Background: an optimization exercise with open tools, aiming at small area, a short achievable clock period and few clock cycles per item. Do not read the settings as production practice. No functional check of the RTL was part of any run shown here.

<file path="config.mk">
export PLATFORM = sky130hd
export DESIGN_NAME = minmax_two_level_quantizer_core
export DESIGN_NICKNAME = minmax_two_level_quantizer_core
export VERILOG_FILES = /design/flow/design.v
export SDC_FILE = /design/flow/constraint.sdc
export NUM_CORES = 4
export LEC_CHECK = 0
export CAP_MARGIN = 20
export CORE_MARGIN = 2
export CORE_UTILIZATION = 40
export SETUP_SLACK_MARGIN = 4.0
export SLEW_MARGIN = 20
export TNS_END_PERCENT = 100
</file>
<file path="constraint.sdc">
create_clock -name core_clock -period 8.5 [get_ports {aclk}]
set_input_delay 1.7000 -clock core_clock [delete_from_list [all_inputs] [get_ports {aclk}]]
set_output_delay 1.7000 -clock core_clock [all_outputs]
set_load 0.01 [all_outputs]
</file>
<file path="design.v">
package mmq_pkg;
    localparam logic [1:0] MODE_LEARN  = 2'd0;
    localparam logic [1:0] MODE_ENCODE = 2'd1;
    localparam logic [1:0] MODE_DECODE = 2'd2;
    localparam logic [7:0]  CODE_MAX = 8'd254;
    localparam logic [7:0]  CODE_BAD = 8'd255;
endpackage
import mmq_pkg::*;
module minmax_two_level_quantizer_core (
    input  logic               aclk,
    input  logic               aresetn,
    input  logic               s_valid,
    output logic               s_ready,
    input  logic [1:0]         s_mode,
    input  logic               s_first,
    input  logic signed [31:0] s_sample,
    input  logic [7:0]         s_coarse_in,
    input  logic [7:0]         s_fine_in,
    output logic               m_valid,
    input  logic               m_ready,
    output logic [7:0]         m_coarse_code,
    output logic [7:0]         m_fine_code,
    output logic signed [31:0] m_value,
    output logic               m_error
);
    localparam logic [1:0] ST_IDLE = 2'd0;
    localparam logic [1:0] ST_ENC  = 2'd1;
    localparam logic [1:0] ST_DEC  = 2'd2;
    localparam logic [1:0] ST_DFIN = 2'd3;
    localparam logic [16:0] D1 = 17'd65025;
    localparam logic [17:0] D2 = 18'd130050;
    logic [1:0]         st_reg;
    logic [5:0]         cnt_reg;
    logic signed [31:0] lo_reg, hi_reg;
    logic [31:0]        rem_reg;
    logic [31:0]        x_reg;
    logic [15:0]        p_reg;
    logic               err_reg;
    logic               mv_reg;
    logic [1:0]         st_next;
    logic [5:0]         cnt_next;
    logic signed [31:0] lo_next, hi_next;
    logic [31:0]        rem_next;
    logic [31:0]        x_next;
    logic [15:0]        p_next;
    logic               err_next;
    logic               mv_next;
    logic               idle, accept;
    logic               below, above;
    logic [32:0]        off_w;
    logic [15:0]        pair_w;
    assign idle    = (st_reg == ST_IDLE);
    assign s_ready = idle && (!mv_reg || m_ready);
    assign accept  = s_valid && s_ready;
    assign off_w   = {s_sample[31], s_sample} - {lo_reg[31], lo_reg};
    assign below   = off_w[32];
    assign above   = s_sample > hi_reg;
    assign pair_w  = ({s_coarse_in, 8'b0} - {8'b0, s_coarse_in}) + {8'b0, s_fine_in};
    logic        fin;
    logic [31:0] ra_w, rs_w;
    assign fin  = (st_reg == ST_DFIN);
    assign ra_w = fin ? ~x_reg : hi_reg;
    assign rs_w = ra_w - lo_reg;
    logic        einit;
    logic        enb;
    logic        enz;
    logic [32:0] ea_w, eb_w;
    logic [33:0] es_w;
    logic        efit;
    logic [31:0] estep_w;
    assign einit   = (cnt_reg == 6'd0) || (cnt_reg == 6'd9);
    assign enb     = p_reg[7];
    assign enz     = |rem_reg[7:0];
    assign ea_w    = einit ? {1'b0, rem_reg} : {rem_reg, enb};
    assign eb_w    = einit ? {9'b0, rem_reg[31:8]} : {1'b0, x_reg};
    assign es_w    = {1'b0, ea_w} - {1'b0, eb_w} - {33'b0, einit & enz};
    assign efit    = !es_w[33];
    assign estep_w = efit ? es_w[31:0] : ea_w[31:0];
    logic [17:0] dt_w, dt1_w, dt2_w;
    logic [1:0]  dd_w;
    logic [15:0] drem_w;
    logic        dskip;
    assign dt_w  = {1'b0, rem_reg[15:0], 1'b0} + (x_reg[31] ? {2'b0, p_reg} : 18'd0);
    assign dt1_w = dt_w - {1'b0, D1};
    assign dt2_w = dt_w - D2;
    always_comb begin
        if (!dt2_w[17])      begin dd_w = 2'd2; drem_w = dt2_w[15:0]; end
        else if (!dt1_w[17]) begin dd_w = 2'd1; drem_w = dt1_w[15:0]; end
        else                 begin dd_w = 2'd0; drem_w = dt_w[15:0]; end
    end
    assign dskip = (rem_reg[15:0] == 16'd0) && (x_reg[31:24] == 8'd0) && (cnt_reg <= 6'd24);
    always_comb begin
        st_next  = st_reg;
        cnt_next = cnt_reg;
        lo_next  = lo_reg;
        hi_next  = hi_reg;
        rem_next = rem_reg;
        x_next   = x_reg;
        p_next   = p_reg;
        err_next = err_reg;
        mv_next  = mv_reg && !m_ready;
        case (st_reg)
            ST_IDLE: begin
                cnt_next = '0;
                if (accept) begin
                    x_next   = '0;
                    p_next   = '0;
                    err_next = 1'b0;
                    mv_next  = 1'b1;
                    case (s_mode)
                        MODE_LEARN: begin
                            if (s_first) begin
                                lo_next = s_sample;
                                hi_next = s_sample;
                            end else begin
                                if (below) lo_next = s_sample;
                                if (above) hi_next = s_sample;
                            end
                        end
                        MODE_ENCODE: begin
                            if (below || above) begin
                                err_next = 1'b1;
                            end else if (hi_reg != lo_reg) begin
                                rem_next = off_w[31:0];
                                x_next   = rs_w;
                                mv_next  = 1'b0;
                                st_next  = ST_ENC;
                            end
                        end
                        MODE_DECODE: begin
                            if (s_coarse_in == CODE_BAD) begin
                                err_next = 1'b1;
                            end else begin
                                rem_next = '0;
                                x_next   = rs_w;
                                p_next   = pair_w;
                                mv_next  = 1'b0;
                                st_next  = ST_DEC;
                            end
                        end
                        default: begin
                            err_next = 1'b1;
                        end
                    endcase
                end
            end
            ST_ENC: begin
                cnt_next = cnt_reg + 6'd1;
                rem_next = einit ? es_w[31:0] : estep_w;
                if (cnt_reg == 6'd0) begin
                    p_next = {p_reg[15:8], 8'(-rem_reg[7:0])};
                end else if (cnt_reg == 6'd9) begin
                    p_next = {(p_reg[7:0] == CODE_BAD) ? CODE_MAX : p_reg[7:0], 8'(-rem_reg[7:0])};
                end else begin
                    p_next = {p_reg[15:8], p_reg[6:0], efit};
                end
                if (cnt_reg == 6'd17) begin
                    x_next  = '0;
                    mv_next = 1'b1;
                    st_next = ST_IDLE;
                end
            end
            ST_DEC: begin
                if (dskip) begin
                    cnt_next = cnt_reg + 6'd8;
                    x_next   = {x_reg[23:0], 8'b0};
                end else begin
                    cnt_next = cnt_reg + 6'd1;
                    rem_next = {16'b0, drem_w};
                    x_next   = {dd_w[1] ? 31'(x_reg[30:0] + 31'd1) : x_reg[30:0], dd_w[0]};
                end
                if (cnt_next == 6'd32) st_next = ST_DFIN;
            end
            default: begin  
                x_next  = ~rs_w;
                p_next  = '0;
                mv_next = 1'b1;
                st_next = ST_IDLE;
            end
        endcase
    end
    always_ff @(posedge aclk) begin
        if (!aresetn) begin
            st_reg <= ST_IDLE;
            lo_reg <= '0;
            hi_reg <= '0;
            mv_reg <= 1'b0;
        end else begin
            st_reg <= st_next;
            lo_reg <= lo_next;
            hi_reg <= hi_next;
            mv_reg <= mv_next;
        end
        cnt_reg <= cnt_next;
        rem_reg <= rem_next;
        x_reg   <= x_next;
        p_reg   <= p_next;
        err_reg <= err_next;
    end
    assign m_valid       = mv_reg;
    assign m_coarse_code = p_reg[15:8];
    assign m_fine_code   = p_reg[7:0];
    assign m_value       = x_reg;
    assign m_error       = err_reg;
endmodule
</file>
<file path="run.sh">
#!/bin/bash
# synth_recipe.tcl (not shown) runs the flow's synth.tcl, then flattens the netlist and writes it again
# the make line also repeats each setting of config.mk as NAME=value (left out here)
make -C /OpenROAD-flow-scripts/flow DESIGN_CONFIG=/design/flow/config.mk WORK_HOME=/design/flow/orfs CLKGATE_MAP_FILE= SYNTH_SCRIPT=/design/flow/synth_recipe.tcl finish
</file>
==> results of run 1 <==
-- worst max-delay path: stages (launching register included) --
cell      delay (ns)
edfxtp_1        0.47
inv_2           0.12
ha_4            0.15
nand2_4         0.05
or3_4           0.33
or3_4           0.34
and2_4          0.15
fa_2            0.35
inv_2           0.10
ha_4            0.13
nand2b_4        0.13
a311oi_2        0.05
a21oi_2         0.28
a21oi_4         0.12
nor3_4          0.22
nor2_2          0.08
o211ai_1        0.31
a21o_4          0.25
mux2_4          0.31
a221o_1         0.31
-- cells by family (layout without fill, tap and decap cells) --
family | Yosys count | after routing | share of synthesized area (%)
flip-flops | 154 | 154 | 22.2
adder cells (fa/ha/maj) | 201 | 201 | 14.4
other | 0 | 1 | 0
buffers and inverters | 291 | 451 | 6.33
multiplexers | 53 | 53 | 3.04
XOR/XNOR | 165 | 165 | 8.13
AND/OR/NAND/NOR | 768 | 772 | 20.9
AO/OA/AOI/OAI | 682 | 684 | 24.9
-- metal layers --
metal  wire length [um]  GRT usage [%]  vias to the layer above  part of all wire, %
li1                   -              -                     8673                    -
met1              29800           38.7                     8798                   42
met2              31600           47.3                      750                   45
met3               5220           4.43                      191                  7.4
met4               4190           16.1                        0                  5.9
met5                  0              0                        -                    0
-- stage by stage --
stage | cell area [um2] | hold WS (ns) | cells | setup WS (ns) | util (%)
6_report | 22200 | 0.621 | 3073 | 3.98 | 50.5
5_1_grt | 22200 | 0.654 | 3072 | 3.80 | 50.5
4_1_cts | 21400 | 0.622 | 3035 | 3.97 | 48.6
3_5_place_dp | 19500 | 0.613 | 2935 | 2.28 | 44.4
3_3_place_gp | 19500 | 0.598 | 2935 | 2.46 | 44.4
2_1_floorplan | 18000 | 0.526 | 2314 | 3.64 | -
-- path summary, 6_finish.rpt --
path | end | from | cells past startpoint | slack [ns]
max | rem_reg[1] | rem_reg[0] | 19 | 3.98
min | hi_reg[0] | hi_reg[0] | 2 | 0.62
max reg2reg | rem_reg[1] | rem_reg[0] | 19 | 3.98
min reg2reg | hi_reg[0] | hi_reg[0] | 2 | 0.62
-- cell usage after synthesis (all sizes together), types with 22 or more instances --
library cell	instances	area share, %
xor2	50	2.5
xnor2	115	5.7
and3	37	1.3
clkbuf	80	1.7
and2	49	1.7
o21ai	117	3.3
a21o	52	2.2
inv	196	4.1
nor2	261	5.5
nand2	189	4.0
o21a	27	1.1
dfxtp	67	7.5
o22ai	24	0.84
nand3	46	1.3
ha	195	14
a21boi	22	0.99
nor3	34	1.0
mux2i	45	2.5
nand4	40	1.4
edfxtp	87	15
o211ai	26	1.1
a21oi	233	6.6
a31oi	23	0.81
-- what timing repair did --
item / 4_1_cts / 5_1_grt
resized for setup: 211 / 147
endpoints found under the hold margin: 0 / 0
buffers inserted: 59 / 35
pin swaps: 57 / 68
endpoints found under the setup margin: 168 / 139
cloned: 9 / 2
-- cells in the final DEF, fill, tap and decap left out, drive strengths merged, types with 23 or more instances in the layout --
cell type      instances
nor2                 261
a21oi                233
inv                  201
ha                   195
nand2                191
buf                  132
o21ai                117
xnor2                115
edfxtp                87
clkdlybuf4s50         69
dfxtp                 67
a21o                  52
and2                  51
xor2                  50
nand3                 46
mux2i                 45
nand4                 40
and3                  37
nor3                  34
clkbuf                34
o21a                  27
o211ai                26
o22ai                 24
a31oi                 23
-- cell type report --
type | instances | area [um2]
Sequential cell | 154 | 3950
Tap cell | 592 | 741
Fill cell | 4297 | 21800
Clock inverter | 7 | 53.8
Antenna cell | 1 | 2.50
Inverter | 196 | 748
Timing Repair Buffer | 223 | 2110
Clock buffer | 25 | 507
Multi-Input combinational cell | 1875 | 14100
==> results.py, run 1 <==
metrics = {
    "timing": {
        "tns_ns": 0,
        "fin_crit_sh_pct": 53.2,
        "hold_violations": 0,
        "setup_violations": 0,
        "slew_headroom_pct": 32.9,
        "rsz0062_at_grt": "yes",
        "skew_ns": 0.0105,
        "finalCriticalPeriod_ns": 4.52,
        "fmax_mhz": 221,
        "tightest_slew_ns": 1.01,
        "slew_violations": 0,
    },
    "yosys": {
        "synth_nets": 2570,
        "synth_area_um2": 17800,
        "postSynthAreaPerCell_um2": 7.68,
        "synthFlopType": "edfxtp_1",
        "syn_inst": 2314,
        "yosysWarningCount": 1,
        "async_flop_share_pct": 0,
        "synth-edff-count": 87,
        "seq_area_frac_synth_pct": 22.2,
        "synth_seq_cells": 154,
        "synth_cell_types": 92,
    },
    "grt": {
        "grt_pass1_vias": 17300,
        "grt.total_usage_pct": 29.7,
        "grt_pass1_wl_mm": 106,
        "grt_max_degree": 66,
        "gr-total-overflow": 0,
        "antenna_found_initial": 1,
    },
    "clock_tree": {
        "clk_pin_slew_worst_paths_ns": 0.07,
        "clock_latency_ns": 0.47,
        "cts_root_buffer": "clkbuf_16",
        "cts_max_level": 4,
        "cts.sinks": 154,
        "cts_hold_buf": 0,
        "cts_buffers": 17,
        "cts_tree": "yes",
        "clockBufferDepth": 2,
    },
    "floorplan": {
        "die_area_um2": 46100,
        "die_y_um": 215,
        "dieWidth_um": 215,
        "fp-row-count": 77,
        "ioPinCount": 106,
        "core-area_um2": 44000,
        "initial_core_util_pct": 40.4,
    },
    "setup_path": {
        "critPathKind": "flop to flop",
        "critPathArrivalTime_ns": 4.73,
        "crit_fanout": 5,
        "end_kind": "flop",
        "critPathLaunchType": "flop",
        "critPathRequiredTime_ns": 8.71,
    },
    "routing": {
        "postRouteAntennaNets": 0,
        "vias": 18400,
        "drt_iter0_drc": 1704,
        "drc": 0,
        "viasPerCell": 5.99,
        "post_drt_wl_per_cell_um": 23.0,
        "totalWireLength_mm": 70.8,
        "firstDrtPassIters": 5,
    },
    "place": {
        "dp_hpwl_mm": 52.3,
        "io_buffer_count": 105,
        "place_congestion": 0.959,
    },
    "job": {
        "drv_cap": 0,
    },
    "hold_path": {
        "hp-class": "flop to flop",
    },
    "final_layout": {
        "final_layout_size_suffix_gt1_share_pct": 15.7,
        "fin_nets": 2723,
        "area_growth_pct": 25.1,
    },
    "outcome": {
        "status": "timing/DRC/antenna clean",
    },
}
==> inputs of run 2 (changes only) <==
--- a/config.mk
+++ b/config.mk
@@ -9,5 +9,3 @@
 export CORE_MARGIN = 2
 export CORE_UTILIZATION = 40
-export SETUP_SLACK_MARGIN = 4.0
 export SLEW_MARGIN = 20
-export TNS_END_PERCENT = 100
==> run 2 against run 1 <==
Utilization down 5.3 points. Worst hold slack better by 0.012 ns. Routed wire length decreased by 8.8%. Flip-flop and latch count is the same. Global-route usage decreased by 2.4 points. Critical path depth is the same. Clock-buffer cell count down 1. Register-to-register slack worse by 1.8 ns. Fmax is 28% lower. Synthesized cell count did not move. Critical path type unchanged. Highest routed layer unchanged.
==> results.py, run 2 <==
metrics = {
    "outcome": {
        "status": "timing/DRC/antenna clean",
    },
    "clock_tree": {
        "cts.sinks": 154,
        "cts_tree": "yes",
        "ctsResizeCount": 0,
        "cts_max_level": 4,
        "post_cts_buffers": 0,
        "clk_pin_slew_worst_paths_ns": 0.07,
        "cts_buffers": 17,
        "cts_hold_buf": 0,
        "clock_latency_ns": 0.47,
        "cts_root_buffer": "clkbuf_16",
        "clockBufferDepth": 2,
    },
    "timing": {
        "finalCriticalPeriod_ns": 6.29,
        "fmax_mhz": 159,
        "rsz0062_at_grt": "no",
        "skew_ns": 0.0115,
        "setup_violations": 0,
        "slew_violations": 0,
        "tns_ns": 0,
        "setup_ws_ns": 2.21,
        "fin_crit_sh_pct": 74.0,
        "tightest_slew_ns": 1.14,
        "hold_violations": 0,
        "slew_headroom_pct": 23.7,
    },
    "yosys": {
        "seq_area_frac_synth_pct": 22.2,
        "yosys.area.top_type_share_pct": 14.7,
        "synth_seq_cells": 154,
        "synth_nets": 2570,
        "synth_cell_types": 92,
        "syn_inst": 2314,
        "synth-edff-count": 87,
        "synth_top_area_cell": "edfxtp_1",
        "async_flop_share_pct": 0,
        "yosysMostFrequentCell": "nor2_1",
        "postSynthAreaPerCell_um2": 7.68,
        "synth_common_cells": "nor2_1, a21oi_1, inv_1",
        "synth_area_um2": 17800,
        "synthFlopType": "edfxtp_1",
        "yosysWarningCount": 1,
        "synth_top_cells_by_area": "edfxtp_1, ha_1, dfxtp_1, a21oi_1, xnor2_1",
    },
    "final_layout": {
        "nFillCells": 4500,
        "multiInputGateArea_um2": 12800,
        "final_area_um2": 19900,
        "seq_area_um2": 3950,
        "insertedDiodeCount": 0,
        "final_common_cell": "nor2_1",
        "fin_nets": 2615,
        "final_cell_mix": "nor2_1, a21oi_1, inv_1",
        "final_cells": 2964,
        "area_growth_pct": 12.1,
        "final_layout_size_suffix_gt1_share_pct": 4.05,
    },
    "place": {
        "dp_hpwl_mm": 50.4,
        "io_buffer_count": 105,
        "pre_cts_ws_ns": 2.06,
        "place_congestion": 0.983,
        "placedCellCount": 2932,
        "place_area_um2": 19400,
    },
    "job": {
        "drv_cap": 0,
    },
    "setup_path": {
        "critPathArrivalTime_ns": 6.48,
        "r2r_start": "cnt_reg[2]",
        "cp_slowest_stage_delay_ns": 0.71,
        "critPathRequiredTime_ns": 8.69,
        "critPathLaunchType": "flop",
        "slowest_stage": "nor3_1",
        "crit_fanout": 41,
        "critical_path.startpoint": "cnt_reg[2]",
        "crit_chain": "nor3_1 -> nand2_2 -> buf_4 -> nand2_1 -> nand2_1 -> ha_1 -> inv_1 -> ha_1 -> a21oi_1 -> o21ai_0 -> a22oi_1 -> o2bb2ai_1 -> o2bb2ai_1 -> nor2_1 -> o211ai_1 -> a21o_1 -> buf_4 -> mux2i_1 -> o22ai_1",
        "end_kind": "flop",
        "critPathKind": "flop to flop",
    },
    "floorplan": {
        "initial_core_util_pct": 40.4,
        "die_area_um2": 46100,
        "dieWidth_um": 215,
        "fp-row-count": 77,
        "ioPinCount": 106,
        "core-area_um2": 44000,
        "die_y_um": 215,
    },
    "grt": {
        "gr-total-overflow": 0,
        "grt_pass1_wl_mm": 97.3,
        "grt.total_usage_pct": 27.3,
        "grt_max_degree": 66,
        "antenna_found_initial": 0,
        "grt_pass1_vias": 16400,
    },
    "routing": {
        "postRouteAntennaNets": 0,
        "viasPerCell": 5.89,
        "firstDrtPassIters": 8,
        "drc": 0,
        "drt_iter0_drc": 1408,
        "post_drt_wl_per_cell_um": 21.8,
        "vias": 17500,
        "totalWireLength_mm": 64.6,
    },
    "hold_path": {
        "hold_start": "hi_reg[31]",
        "hp-class": "flop to flop",
    },
}
run 2: cell counts after synthesis:
No cell type changed its count.
run 2: final timing paths:
check / end / slack [ns] / depth (start not counted)
max: rem_reg[16] / 2.21 / 19
min: hi_reg[31] / 0.63 / 4
min reg2reg: hi_reg[31] / 0.63 / 4
max reg2reg: rem_reg[16] / 2.21 / 19
run 2: cells by family (layout without fill, tap and decap cells):
kind of cell,after synthesis,in the layout,share of synthesized area [%]
adders and majority gates,201,201,14.4
xor gates and xnor gates,165,165,8.13
and+or+nand+nor,768,768,20.9
AOI/OAI and AO/OA,682,682,24.9
DFF,154,154,22.2
buffers and inverters,291,349,6.33
muxes,53,53,3.04
run 2: through the flow:
step | util, % | hold WS (ns)
global placement | 44.0 | 0.617
CTS | 45.3 | 0.635
global route | 45.3 | 0.656
floorplan | - | 0.526
detailed placement | 44.0 | 0.622
finish | 45.3 | 0.632
run 2: cell type report:
class / count / share of cell area, %
well taps: 592 / 3.72
multi-input cells: 1869 / 64.1
clock buffers: 24 / 2.53
clock inverters: 8 / 0.276
inverters: 196 / 3.69
flip-flops and latches: 154 / 19.8
repair buffers: 121 / 5.88
run 2: critical path, delay by kind of cell (launching register included):
family	cells	cell delay [ns]
and+or+nand+nor	5	1.62
DFF	1	0.54
buffers and inverters	3	0.90
AOI/OAI and AO/OA	8	2.00
muxes	1	0.26
adders and majority gates	2	0.66
run 2: routing by layer:
layer	global-route usage (%)	share of wire, %	vias up
li1	-	-	8438
met1	35.9	43	8285
met2	45.4	47	642
met3	3.99	6.5	85
met4	9.77	3.0	0
met5	0	0	-

[afterwards: timing with drivers on the ports]
The flow's constraints put no driver on any port. The routed layouts listed below were extracted and timed again, unchanged, in two steps. Step 1 assumes that a clkbuf_16 drives the clock port and a buf_2 every other input. Step 2 also shifts input and output timing later by t, the mid clock arrival at the registers, as if the neighbouring blocks saw the same clock. Slacks: ideal ports / drivers / drivers and shift; pairs: ideal ports / drivers.
| run | t (ns) | setup slack, ns | worst data-port slew with drivers (ns) | cell pins on the clock port's net |
|---|---|---|---|---|
| run 1 | 0.518 | 3.976 / 3.976 / 3.561 | 0.05 | 1 |
| run 2 | 0.518 | 2.214 / 2.214 / 1.976 | 0.05 | 1 |
After both steps setup and hold are still met in every run listed. For run 1, which loses most, drivers alone change the setup slack by 0.000 ns; drivers and shift together by -0.415 ns.
